What follows belongs to an exercise in optimizing a design on an open flow for small area, a short achievable clock period and few clock cycles per item; a production flow would make more cautious choices.
Function was checked by simulation only, so behaviour that the tests miss may differ from the original.

[design/flow/run.sh]
#!/bin/bash
# synth_recipe.tcl (not shown) runs the flow's synth.tcl, then flattens the netlist and writes it again
# the make line also repeats each setting of config.mk as NAME=value (left out here)
make -C /OpenROAD-flow-scripts/flow DESIGN_CONFIG=/design/flow/config.mk WORK_HOME=/design/flow/orfs CLKGATE_MAP_FILE= SYNTH_SCRIPT=/design/flow/synth_recipe.tcl finish
[design/flow/config.mk]
export PLATFORM = sky130hd
export DESIGN_NAME = additive_sine_synth_core
export DESIGN_NICKNAME = additive_sine_synth_core
export VERILOG_FILES = /design/flow/design.v
export SDC_FILE = /design/flow/constraint.sdc
export NUM_CORES = 4
export LEC_CHECK = 0
export CAP_MARGIN = 20
export CORE_MARGIN = 2
export CORE_UTILIZATION = 40
export SLEW_MARGIN = 20
[design/flow/constraint.sdc]
create_clock -name core_clock -period 10.0 [get_ports {clk}]
set_input_delay 2.0000 -clock core_clock [delete_from_list [all_inputs] [get_ports {clk}]]
set_output_delay 2.0000 -clock core_clock [all_outputs]
set_load 0.01 [all_outputs]
[design/flow/design.v]
package adss_pkg;
  localparam int MAX_PARTIALS = 16;
  localparam int PIDX_W       = $clog2(MAX_PARTIALS);
  localparam int PCNT_W       = PIDX_W + 1;
  localparam int SINE_DEPTH   = 256;
  localparam int SINE_AW      = $clog2(SINE_DEPTH);
  localparam int SUM_W        = 32 + PIDX_W;
  localparam logic ACT_LOAD = 1'b0;
  localparam logic ACT_GEN  = 1'b1;
  localparam logic CFG_BASE_INC    = 1'b0;
  localparam logic CFG_PARTIAL_CNT = 1'b1;
  typedef enum logic [1:0] {
    S_IDLE,
    S_INC,
    S_AMP,
    S_DONE
  } adss_state_t;
  typedef struct packed {
    logic              load_we;
    logic              start;
    logic              step_inc;
    logic              step_amp;
    logic              add_prod;
    logic              emit;
    logic              clear;
    logic [PIDX_W-1:0] idx;
  } adss_ctrl_t;
  function automatic logic [15:0] sine_rom(input logic [SINE_AW-1:0] k);
    case (k)
      8'd0: sine_rom = 16'h0065;
      8'd1: sine_rom = 16'h012e;
      8'd2: sine_rom = 16'h01f7;
      8'd3: sine_rom = 16'h02c0;
      8'd4: sine_rom = 16'h0389;
      8'd5: sine_rom = 16'h0452;
      8'd6: sine_rom = 16'h051b;
      8'd7: sine_rom = 16'h05e3;
      8'd8: sine_rom = 16'h06ac;
      8'd9: sine_rom = 16'h0775;
      8'd10: sine_rom = 16'h083e;
      8'd11: sine_rom = 16'h0906;
      8'd12: sine_rom = 16'h09cf;
      8'd13: sine_rom = 16'h0a97;
      8'd14: sine_rom = 16'h0b5f;
      8'd15: sine_rom = 16'h0c28;
      8'd16: sine_rom = 16'h0cf0;
      8'd17: sine_rom = 16'h0db8;
      8'd18: sine_rom = 16'h0e80;
      8'd19: sine_rom = 16'h0f47;
      8'd20: sine_rom = 16'h100f;
      8'd21: sine_rom = 16'h10d6;
      8'd22: sine_rom = 16'h119d;
      8'd23: sine_rom = 16'h1264;
      8'd24: sine_rom = 16'h132b;
      8'd25: sine_rom = 16'h13f2;
      8'd26: sine_rom = 16'h14b9;
      8'd27: sine_rom = 16'h157f;
      8'd28: sine_rom = 16'h1645;
      8'd29: sine_rom = 16'h170b;
      8'd30: sine_rom = 16'h17d0;
      8'd31: sine_rom = 16'h1896;
      8'd32: sine_rom = 16'h195b;
      8'd33: sine_rom = 16'h1a20;
      8'd34: sine_rom = 16'h1ae5;
      8'd35: sine_rom = 16'h1ba9;
      8'd36: sine_rom = 16'h1c6d;
      8'd37: sine_rom = 16'h1d31;
      8'd38: sine_rom = 16'h1df5;
      8'd39: sine_rom = 16'h1eb8;
      8'd40: sine_rom = 16'h1f7b;
      8'd41: sine_rom = 16'h203e;
      8'd42: sine_rom = 16'h2100;
      8'd43: sine_rom = 16'h21c2;
      8'd44: sine_rom = 16'h2284;
      8'd45: sine_rom = 16'h2346;
      8'd46: sine_rom = 16'h2407;
      8'd47: sine_rom = 16'h24c8;
      8'd48: sine_rom = 16'h2588;
      8'd49: sine_rom = 16'h2648;
      8'd50: sine_rom = 16'h2708;
      8'd51: sine_rom = 16'h27c7;
      8'd52: sine_rom = 16'h2886;
      8'd53: sine_rom = 16'h2944;
      8'd54: sine_rom = 16'h2a02;
      8'd55: sine_rom = 16'h2ac0;
      8'd56: sine_rom = 16'h2b7d;
      8'd57: sine_rom = 16'h2c3a;
      8'd58: sine_rom = 16'h2cf7;
      8'd59: sine_rom = 16'h2db3;
      8'd60: sine_rom = 16'h2e6e;
      8'd61: sine_rom = 16'h2f2a;
      8'd62: sine_rom = 16'h2fe4;
      8'd63: sine_rom = 16'h309e;
      8'd64: sine_rom = 16'h3158;
      8'd65: sine_rom = 16'h3211;
      8'd66: sine_rom = 16'h32ca;
      8'd67: sine_rom = 16'h3383;
      8'd68: sine_rom = 16'h343a;
      8'd69: sine_rom = 16'h34f2;
      8'd70: sine_rom = 16'h35a8;
      8'd71: sine_rom = 16'h365f;
      8'd72: sine_rom = 16'h3715;
      8'd73: sine_rom = 16'h37ca;
      8'd74: sine_rom = 16'h387e;
      8'd75: sine_rom = 16'h3933;
      8'd76: sine_rom = 16'h39e6;
      8'd77: sine_rom = 16'h3a99;
      8'd78: sine_rom = 16'h3b4c;
      8'd79: sine_rom = 16'h3bfe;
      8'd80: sine_rom = 16'h3caf;
      8'd81: sine_rom = 16'h3d60;
      8'd82: sine_rom = 16'h3e10;
      8'd83: sine_rom = 16'h3ebf;
      8'd84: sine_rom = 16'h3f6e;
      8'd85: sine_rom = 16'h401d;
      8'd86: sine_rom = 16'h40ca;
      8'd87: sine_rom = 16'h4177;
      8'd88: sine_rom = 16'h4224;
      8'd89: sine_rom = 16'h42d0;
      8'd90: sine_rom = 16'h437b;
      8'd91: sine_rom = 16'h4425;
      8'd92: sine_rom = 16'h44cf;
      8'd93: sine_rom = 16'h4578;
      8'd94: sine_rom = 16'h4621;
      8'd95: sine_rom = 16'h46c9;
      8'd96: sine_rom = 16'h4770;
      8'd97: sine_rom = 16'h4816;
      8'd98: sine_rom = 16'h48bc;
      8'd99: sine_rom = 16'h4961;
      8'd100: sine_rom = 16'h4a06;
      8'd101: sine_rom = 16'h4aa9;
      8'd102: sine_rom = 16'h4b4c;
      8'd103: sine_rom = 16'h4bee;
      8'd104: sine_rom = 16'h4c90;
      8'd105: sine_rom = 16'h4d31;
      8'd106: sine_rom = 16'h4dd1;
      8'd107: sine_rom = 16'h4e70;
      8'd108: sine_rom = 16'h4f0e;
      8'd109: sine_rom = 16'h4fac;
      8'd110: sine_rom = 16'h5049;
      8'd111: sine_rom = 16'h50e5;
      8'd112: sine_rom = 16'h5181;
      8'd113: sine_rom = 16'h521b;
      8'd114: sine_rom = 16'h52b5;
      8'd115: sine_rom = 16'h534e;
      8'd116: sine_rom = 16'h53e7;
      8'd117: sine_rom = 16'h547e;
      8'd118: sine_rom = 16'h5515;
      8'd119: sine_rom = 16'h55aa;
      8'd120: sine_rom = 16'h563f;
      8'd121: sine_rom = 16'h56d3;
      8'd122: sine_rom = 16'h5767;
      8'd123: sine_rom = 16'h57f9;
      8'd124: sine_rom = 16'h588b;
      8'd125: sine_rom = 16'h591c;
      8'd126: sine_rom = 16'h59ac;
      8'd127: sine_rom = 16'h5a3b;
      8'd128: sine_rom = 16'h5ac9;
      8'd129: sine_rom = 16'h5b56;
      8'd130: sine_rom = 16'h5be2;
      8'd131: sine_rom = 16'h5c6e;
      8'd132: sine_rom = 16'h5cf9;
      8'd133: sine_rom = 16'h5d82;
      8'd134: sine_rom = 16'h5e0b;
      8'd135: sine_rom = 16'h5e93;
      8'd136: sine_rom = 16'h5f1a;
      8'd137: sine_rom = 16'h5fa0;
      8'd138: sine_rom = 16'h6025;
      8'd139: sine_rom = 16'h60aa;
      8'd140: sine_rom = 16'h612d;
      8'd141: sine_rom = 16'h61af;
      8'd142: sine_rom = 16'h6231;
      8'd143: sine_rom = 16'h62b1;
      8'd144: sine_rom = 16'h6331;
      8'd145: sine_rom = 16'h63af;
      8'd146: sine_rom = 16'h642d;
      8'd147: sine_rom = 16'h64aa;
      8'd148: sine_rom = 16'h6525;
      8'd149: sine_rom = 16'h65a0;
      8'd150: sine_rom = 16'h661a;
      8'd151: sine_rom = 16'h6693;
      8'd152: sine_rom = 16'h670a;
      8'd153: sine_rom = 16'h6781;
      8'd154: sine_rom = 16'h67f7;
      8'd155: sine_rom = 16'h686c;
      8'd156: sine_rom = 16'h68e0;
      8'd157: sine_rom = 16'h6952;
      8'd158: sine_rom = 16'h69c4;
      8'd159: sine_rom = 16'h6a35;
      8'd160: sine_rom = 16'h6aa4;
      8'd161: sine_rom = 16'h6b13;
      8'd162: sine_rom = 16'h6b81;
      8'd163: sine_rom = 16'h6bed;
      8'd164: sine_rom = 16'h6c59;
      8'd165: sine_rom = 16'h6cc3;
      8'd166: sine_rom = 16'h6d2d;
      8'd167: sine_rom = 16'h6d95;
      8'd168: sine_rom = 16'h6dfd;
      8'd169: sine_rom = 16'h6e63;
      8'd170: sine_rom = 16'h6ec8;
      8'd171: sine_rom = 16'h6f2c;
      8'd172: sine_rom = 16'h6f90;
      8'd173: sine_rom = 16'h6ff2;
      8'd174: sine_rom = 16'h7053;
      8'd175: sine_rom = 16'h70b2;
      8'd176: sine_rom = 16'h7111;
      8'd177: sine_rom = 16'h716f;
      8'd178: sine_rom = 16'h71cb;
      8'd179: sine_rom = 16'h7227;
      8'd180: sine_rom = 16'h7281;
      8'd181: sine_rom = 16'h72db;
      8'd182: sine_rom = 16'h7333;
      8'd183: sine_rom = 16'h738a;
      8'd184: sine_rom = 16'h73e0;
      8'd185: sine_rom = 16'h7435;
      8'd186: sine_rom = 16'h7488;
      8'd187: sine_rom = 16'h74db;
      8'd188: sine_rom = 16'h752d;
      8'd189: sine_rom = 16'h757d;
      8'd190: sine_rom = 16'h75cc;
      8'd191: sine_rom = 16'h761a;
      8'd192: sine_rom = 16'h7667;
      8'd193: sine_rom = 16'h76b3;
      8'd194: sine_rom = 16'h76fe;
      8'd195: sine_rom = 16'h7747;
      8'd196: sine_rom = 16'h778f;
      8'd197: sine_rom = 16'h77d7;
      8'd198: sine_rom = 16'h781d;
      8'd199: sine_rom = 16'h7862;
      8'd200: sine_rom = 16'h78a5;
      8'd201: sine_rom = 16'h78e8;
      8'd202: sine_rom = 16'h7929;
      8'd203: sine_rom = 16'h796a;
      8'd204: sine_rom = 16'h79a9;
      8'd205: sine_rom = 16'h79e6;
      8'd206: sine_rom = 16'h7a23;
      8'd207: sine_rom = 16'h7a5f;
      8'd208: sine_rom = 16'h7a99;
      8'd209: sine_rom = 16'h7ad2;
      8'd210: sine_rom = 16'h7b0a;
      8'd211: sine_rom = 16'h7b41;
      8'd212: sine_rom = 16'h7b77;
      8'd213: sine_rom = 16'h7bab;
      8'd214: sine_rom = 16'h7bde;
      8'd215: sine_rom = 16'h7c10;
      8'd216: sine_rom = 16'h7c41;
      8'd217: sine_rom = 16'h7c71;
      8'd218: sine_rom = 16'h7c9f;
      8'd219: sine_rom = 16'h7ccd;
      8'd220: sine_rom = 16'h7cf9;
      8'd221: sine_rom = 16'h7d24;
      8'd222: sine_rom = 16'h7d4d;
      8'd223: sine_rom = 16'h7d76;
      8'd224: sine_rom = 16'h7d9d;
      8'd225: sine_rom = 16'h7dc3;
      8'd226: sine_rom = 16'h7de8;
      8'd227: sine_rom = 16'h7e0b;
      8'd228: sine_rom = 16'h7e2e;
      8'd229: sine_rom = 16'h7e4f;
      8'd230: sine_rom = 16'h7e6f;
      8'd231: sine_rom = 16'h7e8d;
      8'd232: sine_rom = 16'h7eab;
      8'd233: sine_rom = 16'h7ec7;
      8'd234: sine_rom = 16'h7ee2;
      8'd235: sine_rom = 16'h7efc;
      8'd236: sine_rom = 16'h7f15;
      8'd237: sine_rom = 16'h7f2c;
      8'd238: sine_rom = 16'h7f42;
      8'd239: sine_rom = 16'h7f57;
      8'd240: sine_rom = 16'h7f6b;
      8'd241: sine_rom = 16'h7f7d;
      8'd242: sine_rom = 16'h7f8f;
      8'd243: sine_rom = 16'h7f9f;
      8'd244: sine_rom = 16'h7fad;
      8'd245: sine_rom = 16'h7fbb;
      8'd246: sine_rom = 16'h7fc7;
      8'd247: sine_rom = 16'h7fd2;
      8'd248: sine_rom = 16'h7fdc;
      8'd249: sine_rom = 16'h7fe5;
      8'd250: sine_rom = 16'h7fec;
      8'd251: sine_rom = 16'h7ff3;
      8'd252: sine_rom = 16'h7ff7;
      8'd253: sine_rom = 16'h7ffb;
      8'd254: sine_rom = 16'h7ffe;
      8'd255: sine_rom = 16'h7fff;
      default: sine_rom = 16'h0000;
    endcase
  endfunction
endpackage
module adss_seq (
  input  logic                      clk,
  input  logic                      rst_n,
  input  logic                      in_fire,
  input  logic                      in_action,
  input  logic [adss_pkg::PCNT_W-1:0] active,
  input  logic                      last_r,
  input  logic                      out_busy,
  output logic                      in_ready,
  output adss_pkg::adss_ctrl_t      ctrl
);
  adss_pkg::adss_state_t       state_r;
  adss_pkg::adss_state_t       state_nxt;
  logic [adss_pkg::PCNT_W-1:0] m_r;
  logic [adss_pkg::PCNT_W-1:0] m_nxt;
  always_ff @(posedge clk) begin
    if (!rst_n) begin
      state_r <= adss_pkg::S_IDLE;
      m_r     <= '0;
    end else begin
      state_r <= state_nxt;
      m_r     <= m_nxt;
    end
  end
  always_comb begin
    state_nxt     = state_r;
    m_nxt         = m_r;
    in_ready      = 1'b0;
    ctrl          = '0;
    ctrl.idx      = m_r[adss_pkg::PIDX_W-1:0];
    case (state_r)
      adss_pkg::S_IDLE: begin
        in_ready = 1'b1;
        if (in_fire) begin
          if (in_action == adss_pkg::ACT_GEN) begin
            ctrl.start = 1'b1;
            m_nxt      = '0;
            state_nxt  = (active == '0) ? adss_pkg::S_DONE : adss_pkg::S_INC;
          end else begin
            ctrl.load_we = 1'b1;
          end
        end
      end
      adss_pkg::S_INC: begin
        ctrl.step_inc = 1'b1;
        ctrl.add_prod = (m_r != '0);
        state_nxt     = adss_pkg::S_AMP;
      end
      adss_pkg::S_AMP: begin
        ctrl.step_amp = 1'b1;
        m_nxt         = m_r + 1'b1;
        state_nxt     = (m_r + 1'b1 == active) ? adss_pkg::S_DONE : adss_pkg::S_INC;
      end
      adss_pkg::S_DONE: begin
        ctrl.add_prod = (active != '0);
        if (!out_busy) begin
          ctrl.emit  = 1'b1;
          ctrl.clear = last_r;
          state_nxt  = adss_pkg::S_IDLE;
        end
      end
      default: begin
        state_nxt = adss_pkg::S_IDLE;
      end
    endcase
  end
endmodule
module adss_partial_store (
  input  logic                         clk,
  input  logic                         rst_n,
  input  adss_pkg::adss_ctrl_t         ctrl,
  input  logic [3:0]                   wr_index,
  input  logic [15:0]                  wr_ratio,
  input  logic [15:0]                  wr_amplitude,
  input  logic [15:0]                  wr_offset,
  input  logic [31:0]                  inc,
  output logic [15:0]                  rd_ratio,
  output logic [15:0]                  rd_amplitude,
  output logic [15:0]                  rd_offset,
  output logic [31:0]                  rd_acc
);
  logic [15:0] ratio_r  [adss_pkg::MAX_PARTIALS];
  logic [15:0] amp_r    [adss_pkg::MAX_PARTIALS];
  logic [15:0] offset_r [adss_pkg::MAX_PARTIALS];
  logic [31:0] acc_r    [adss_pkg::MAX_PARTIALS];
  logic        wr_ok;
  logic [adss_pkg::PIDX_W-1:0] wr_sel;
  assign wr_ok  = 32'(wr_index) < adss_pkg::MAX_PARTIALS;
  assign wr_sel = adss_pkg::PIDX_W'(wr_index);
  always_ff @(posedge clk) begin
    if (ctrl.load_we && wr_ok) begin
      ratio_r[wr_sel]  <= wr_ratio;
      amp_r[wr_sel]    <= wr_amplitude;
      offset_r[wr_sel] <= wr_offset;
    end
  end
  always_ff @(posedge clk) begin
    if (!rst_n || ctrl.clear) begin
      for (int i = 0; i < adss_pkg::MAX_PARTIALS; i++) begin
        acc_r[i] <= '0;
      end
    end else if (ctrl.step_amp) begin
      acc_r[ctrl.idx] <= acc_r[ctrl.idx] + inc;
    end
  end
  assign rd_ratio     = ratio_r[ctrl.idx];
  assign rd_amplitude = amp_r[ctrl.idx];
  assign rd_offset    = offset_r[ctrl.idx];
  assign rd_acc       = acc_r[ctrl.idx];
endmodule
module adss_mac_unit (
  input  logic                 clk,
  input  adss_pkg::adss_ctrl_t ctrl,
  input  logic [31:0]          base_inc,
  input  logic [15:0]          ratio,
  input  logic [15:0]          amplitude,
  input  logic [15:0]          offset,
  input  logic [31:0]          acc,
  input  logic [15:0]          prior,
  output logic [31:0]          inc,
  output logic [15:0]          sample
);
  logic [31:0]              phase;
  logic [1:0]               quad;
  logic [adss_pkg::SINE_AW-1:0]       rom_idx;
  logic [15:0]              mag;
  logic signed [16:0]       sine;
  logic signed [16:0]       sine_r;
  logic signed [32:0]       mul_a;
  logic signed [16:0]       mul_b;
  logic signed [49:0]       prod;
  logic [47:0]              prod_r;
  logic signed [adss_pkg::SUM_W-1:0]  sum_r;
  logic signed [adss_pkg::SUM_W-1:0]  sum_init;
  logic signed [adss_pkg::SUM_W-1:0]  sum_sel;
  logic                     in_range;
  assign phase   = acc + {offset, 16'h0000};
  assign quad    = phase[31:30];
  assign rom_idx = quad[0] ? ~phase[29 -: adss_pkg::SINE_AW] : phase[29 -: adss_pkg::SINE_AW];
  assign mag     = adss_pkg::sine_rom(rom_idx);
  assign sine    = quad[1] ? -signed'({1'b0, mag}) : signed'({1'b0, mag});
  assign mul_a = ctrl.step_amp ? signed'({{17{amplitude[15]}}, amplitude})
                               : signed'({1'b0, base_inc});
  assign mul_b = ctrl.step_amp ? sine_r : signed'({1'b0, ratio});
  assign prod  = mul_a * mul_b;
  assign inc = prod_r[39:8];
  assign sum_init = signed'({{(adss_pkg::SUM_W-31){prior[15]}}, prior, 15'h0000});
  assign sum_sel  = ctrl.add_prod
                  ? sum_r + signed'({{(adss_pkg::SUM_W-32){prod_r[31]}}, prod_r[31:0]})
                  : sum_r;
  assign in_range = (&sum_sel[adss_pkg::SUM_W-1:30]) || !(|sum_sel[adss_pkg::SUM_W-1:30]);
  always_comb begin
    if (in_range) begin
      sample = sum_sel[30:15];
    end else if (sum_sel[adss_pkg::SUM_W-1]) begin
      sample = 16'h8000;
    end else begin
      sample = 16'h7fff;
    end
  end
  always_ff @(posedge clk) begin
    if (ctrl.step_inc) begin
      sine_r <= sine;
    end
    if (ctrl.step_inc || ctrl.step_amp) begin
      prod_r <= prod[47:0];
    end
    if (ctrl.start) begin
      sum_r <= sum_init;
    end else if (ctrl.step_inc) begin
      sum_r <= sum_sel;
    end
  end
endmodule
module additive_sine_synth_core (
  input  logic        clk,
  input  logic        rst_n,
  input  logic        in_tvalid,
  output logic        in_tready,
  input  logic [71:0] in_tdata,    
  input  logic        in_tuser,    
  input  logic        in_tlast,
  output logic        out_tvalid,
  input  logic        out_tready,
  output logic [47:0] out_tdata,   
  input  logic        cfg_we,
  input  logic        cfg_index,
  input  logic [31:0] cfg_wdata
);
  adss_pkg::adss_ctrl_t        ctrl;
  logic              in_fire;
  logic              out_busy;
  logic [31:0]       base_inc_r;
  logic [4:0]        partial_cnt_r;
  logic [adss_pkg::PCNT_W-1:0] active;
  logic              last_r;
  logic [31:0]       count_r;
  logic              out_valid_r;
  logic [15:0]       out_sample_r;
  logic [31:0]       out_index_r;
  logic [15:0]       rd_ratio;
  logic [15:0]       rd_amplitude;
  logic [15:0]       rd_offset;
  logic [31:0]       rd_acc;
  logic [31:0]       inc;
  logic [15:0]       sample;
  logic [15:0]       prior_r;
  assign in_fire  = in_tvalid && in_tready;
  assign out_busy = out_valid_r && !out_tready;
  assign active   = (32'(partial_cnt_r) > adss_pkg::MAX_PARTIALS) ? adss_pkg::PCNT_W'(adss_pkg::MAX_PARTIALS)
                                                        : adss_pkg::PCNT_W'(partial_cnt_r);
  always_ff @(posedge clk) begin
    if (!rst_n) begin
      base_inc_r    <= '0;
      partial_cnt_r <= '0;
    end else if (cfg_we) begin
      case (cfg_index)
        adss_pkg::CFG_BASE_INC:    base_inc_r    <= cfg_wdata;
        adss_pkg::CFG_PARTIAL_CNT: partial_cnt_r <= cfg_wdata[4:0];
        default:         base_inc_r    <= base_inc_r;
      endcase
    end
  end
  always_ff @(posedge clk) begin
    if (ctrl.start) begin
      last_r  <= in_tlast;
      prior_r <= in_tdata[67:52];
    end
  end
  always_ff @(posedge clk) begin
    if (!rst_n) begin
      count_r     <= '0;
      out_valid_r <= 1'b0;
    end else begin
      if (ctrl.emit) begin
        count_r     <= last_r ? '0 : count_r + 32'd1;
        out_valid_r <= 1'b1;
      end else if (out_tready) begin
        out_valid_r <= 1'b0;
      end
    end
  end
  always_ff @(posedge clk) begin
    if (ctrl.emit) begin
      out_sample_r <= sample;
      out_index_r  <= count_r;
    end
  end
  assign out_tvalid = out_valid_r;
  assign out_tdata  = {out_index_r, out_sample_r};
  adss_seq u_seq (
    .clk       (clk),
    .rst_n     (rst_n),
    .in_fire   (in_fire),
    .in_action (in_tuser),
    .active    (active),
    .last_r    (last_r),
    .out_busy  (out_busy),
    .in_ready  (in_tready),
    .ctrl      (ctrl)
  );
  adss_partial_store u_store (
    .clk          (clk),
    .rst_n        (rst_n),
    .ctrl         (ctrl),
    .wr_index     (in_tdata[3:0]),
    .wr_ratio     (in_tdata[19:4]),
    .wr_amplitude (in_tdata[35:20]),
    .wr_offset    (in_tdata[51:36]),
    .inc          (inc),
    .rd_ratio     (rd_ratio),
    .rd_amplitude (rd_amplitude),
    .rd_offset    (rd_offset),
    .rd_acc       (rd_acc)
  );
  adss_mac_unit u_mac (
    .clk       (clk),
    .ctrl      (ctrl),
    .base_inc  (base_inc_r),
    .ratio     (rd_ratio),
    .amplitude (rd_amplitude),
    .offset    (rd_offset),
    .acc       (rd_acc),
    .prior     (ctrl.start ? in_tdata[67:52] : prior_r),
    .inc       (inc),
    .sample    (sample)
  );
endmodule
==> summary.txt <==
[registers in the layout, indices dropped and copies added (netlist names), 16 cells and up, named ones only]
register	cells
u_store.ratio_r	256
u_store.amp_r	256
out_index_r	32
out_sample_r	16
u_store.offset_r	256
base_inc_r	32
u_mac.sine_r	17
u_store.acc_r	512
u_mac.prod_r	40
count_r	32
u_mac.sum_r	36
[cell families (layout without fill, tap and decap cells)]
| kind of cell | after synthesis | after routing | share of synthesized area, % |
|---|---|---|---|
| adders and majority gates | 673 | 673 | 13.70 |
| and+or+nand+nor | 2032 | 2032 | 10.40 |
| xor gates and xnor gates | 173 | 173 | 1.819 |
| DFF | 1503 | 1503 | 51.57 |
| muxes | 454 | 454 | 11.13 |
| buffers and inverters | 963 | 1227 | 4.299 |
| other | 0 | 7 | 0 |
| AOI/OAI and AO/OA | 899 | 899 | 7.077 |
[synth_stat cells (11+ instances only)]
master,number,area (um^2)
o21a_1,23,172.7
o21bai_1,14,105.1
a211oi_1,39,292.8
or2_2,16,100.1
nand4_1,37,231.5
o221ai_1,11,96.34
o21ai_0,177,885.9
fa_1,441,8828
a21o_1,60,450.4
nor2b_1,20,125.1
buf_2,36,180.2
nor4_1,23,143.9
buf_1,56,210.2
a211o_1,16,140.1
a221oi_1,18,157.7
nor3b_1,11,82.58
a21boi_0,52,390.4
nand3b_1,12,90.09
mux2i_1,37,370.4
dfxtp_1,96,1922
mux4_2,397,8941
edfxtp_1,1407,42250
a31oi_1,48,300.3
o31ai_1,37,277.8
xnor2_1,108,945.9
and3_1,36,225.2
nor2_1,940,3528
o211ai_1,33,247.7
clkbuf_1,315,1182
o311ai_0,14,122.6
nor3_1,96,480.5
a21oi_1,205,1026
nand3_1,138,690.7
or4_1,28,210.2
mux2_2,18,202.7
inv_1,544,2042
nand2_1,539,2023
xor2_1,61,534.3
nand2b_1,38,237.7
and2_1,33,206.5
or3_1,35,219.0
a2111oi_0,14,122.6
ha_1,232,2903
[cell usage in the layout (no fill, tap or decap), types with 38 or more instances in the layout]
cell             netlist  layout
a31oi_1               48      48
nand3_1              138     122
fa_1                 441     441
xor2_1                61      52
o21ai_0              177     177
a211oi_1              39      38
clkbuf_16              0     158
a21o_1                60      60
mux4_2               397     397
a21boi_0              52      52
nand2_1              539     522
a21oi_1              205     203
clkdlybuf4s50_1        0     156
dfxtp_1               96      92
ha_1                 232     230
clkinv_1               6      41
xnor2_1              108      96
inv_1                544     544
edfxtp_1            1407    1407
clkbuf_1             315      39
buf_4                  2     217
nor2_1               940     929
nor3_1                96      92
[metal layers]
layer	share of wire [%]	routed length, um
met5	0.053	138
met4	3.3	8673
met3	9.2	23960
met2	47	122300
met1	41	106200
[timing repair]
item                                    4_1_cts  5_1_grt
hold endpoints to repair                      0        0
buffers inserted                              0        1
endpoints found under the setup margin        0        2
hold buffers                                  0        0
[stage by stage]
stage               utilization (%)  std cells  hold WS (ns)
floorplan                         -       6697        0.4280
global placement              43.11       9501        0.4369
detailed placement            43.14       9502        0.4427
CTS                           45.46       9781        0.4568
global route                  45.50       9782        0.4808
finish                        45.51       9789        0.4560
[area by class of cell]
class | instances | area (um^2)
fillers | 18980 | 115800
flip-flops and latches | 1503 | 44190
multi-input cells | 4231 | 38360
clock buffers | 202 | 4169
repair buffers | 396 | 3636
well taps | 2821 | 3530
inverters | 552 | 2072
clock inverters | 77 | 740.7
diodes | 7 | 17.52
[how the worst max path moves through the flow]
stage / slack (ns) / end / from
detailed placement: 0.58 / u_mac.prod_r[39] / flop
floorplan: 0.005 / u_mac.sine_r[16] / flop
finish: 0.52 / u_mac.prod_r[39] / flop
CTS: 0.48 / u_mac.prod_r[39] / flop
global placement: 0.57 / u_mac.sine_r[16] / flop
global route: 0.01 / u_mac.prod_r[38] / flop
==> qor.yml <==
status: "complete, no violations"
seq_area_frac_synth_pct: 51.57
cp-end-kind: "flop"
fmax_mhz: 105.4
r2r-end: "u_mac.prod_r[39]"
htree_levels: 4
drt_iter0_drc: 6100
drc_errors: 0
die_h_um: 466.8
rrSetupSlack_ns: 0.52
maxCapViolCount: 0
cp.depth: 27
syn_area_um2: 85650
critPathBufInv: 5
worstRegToRegCells: 27
crit_required_ns: 10.51
cts_resized: 0
hold_depth: 0
yosys_warnings: 4
wl_per_cell_um: 26.69
rsz0062_at_grt: "false"
grt_busiest_layer: "met2"
fin_tns_setup_ns: 0
ioPinCount: 162
drive_above_1_share_pct: 14.47
grt_max_degree: 81
fin_nets: 7626
cts_tree: "built"
critPathKind: "reg -> reg"
place.gp.congestion: 0.9660
final_area_um2: 96710
met2_usage_pct: 38.09
drt_wl_total_mm: 261.3
layout_worst_path_cycle_share_pct: 94.84
cp_top_family: "adder cells"
tightestPinTransition_ns: 1.111
die_area_um2: 217900
grt_usage_pct: 23.93
finalClockSkew_ns: 0.04676
slew_headroom_pct: 25.72
synth_flop_cell: "edfxtp_1"
clockBufferDepth: 3
clock_latency_ns: 0.80
worst_path_max_delay_cell: "mux4_2"
path_max_fanout: 19
die_x_um: 466.8
syn_to_final_growth_pct: 12.90
crit_path_frequent_cell: "fa_1"
synth_edf_count: 1407
io_buffers: 157
period_minus_slack_ns: 9.484
setup_violations: 0
first_global_vias: 57560
hold_class: "reg -> reg"
grt_use_met3_pct: 5.646
drt-vias-per-instance: 5.794
start_util_pct: 40.31
synthCells: 6697
ys_async_sr_fraction_pct: 0
core_area_um2: 212500
cts_root_buf: "clkbuf_16"
antenna_found_initial: 20
vias: 56720
grt_pass1_wl_mm: 386.0
overflow: 0
critPathLaunchType: "flop"
cts_buffers: 157
use_met1_pct: 32.26
yosys_register_bits: 1503
ys_types: 100
dp_hpwl_mm: 172.9
whs_endpoint: "out_index_r[31]"
finalWorstSetupSlack_ns: 0.5161
cp.arrival_ns: 10.00
dp_slack_ns: 0.5777
placed_area_um2: 91690
cpPeakStageDelay_ns: 0.64
drt.antenna.violating_nets: 0
synth.net_count: 7482
hold_start: "count_r[31]"
cts.sink_count: 1503
clk_pin_slew_ns: 0.06
syn_avg_cell_area_um2: 12.79
finalHoldViolations: 0
first_pass_iters: 6
rows: 169
slew_viol_final: 0
Testbench counts, summed over its fixed seeds: cycles 73,247, items 2,400.

==> port drivers added, routing unchanged <==
Ports are ideal in the flow. The routed layout listed here was re-timed in OpenROAD. Step 1, drivers: a clkbuf_16 drives clk and a buf_2 each remaining input, both assumed. Step 2, shift: input delay + t, output delay - t, t = (earliest + latest rising clock arrival at the registers) / 2. This alone moves slack from input paths to output paths. Three values: ideal, step 1, step 2; two values: the first two.
t, ns: 0.887
slack for setup (ns): 0.516 / 0.516 / 0.516
slew at the worst register clock pin (ns): 0.07 / 0.07
worst data-port slew with drivers (ns): 0.18
pins driven straight from the clock port: 1
After both steps this run still meets setup and hold. For this run, drivers alone change the setup slack by 0.000 ns; drivers and shift together by 0.000 ns.
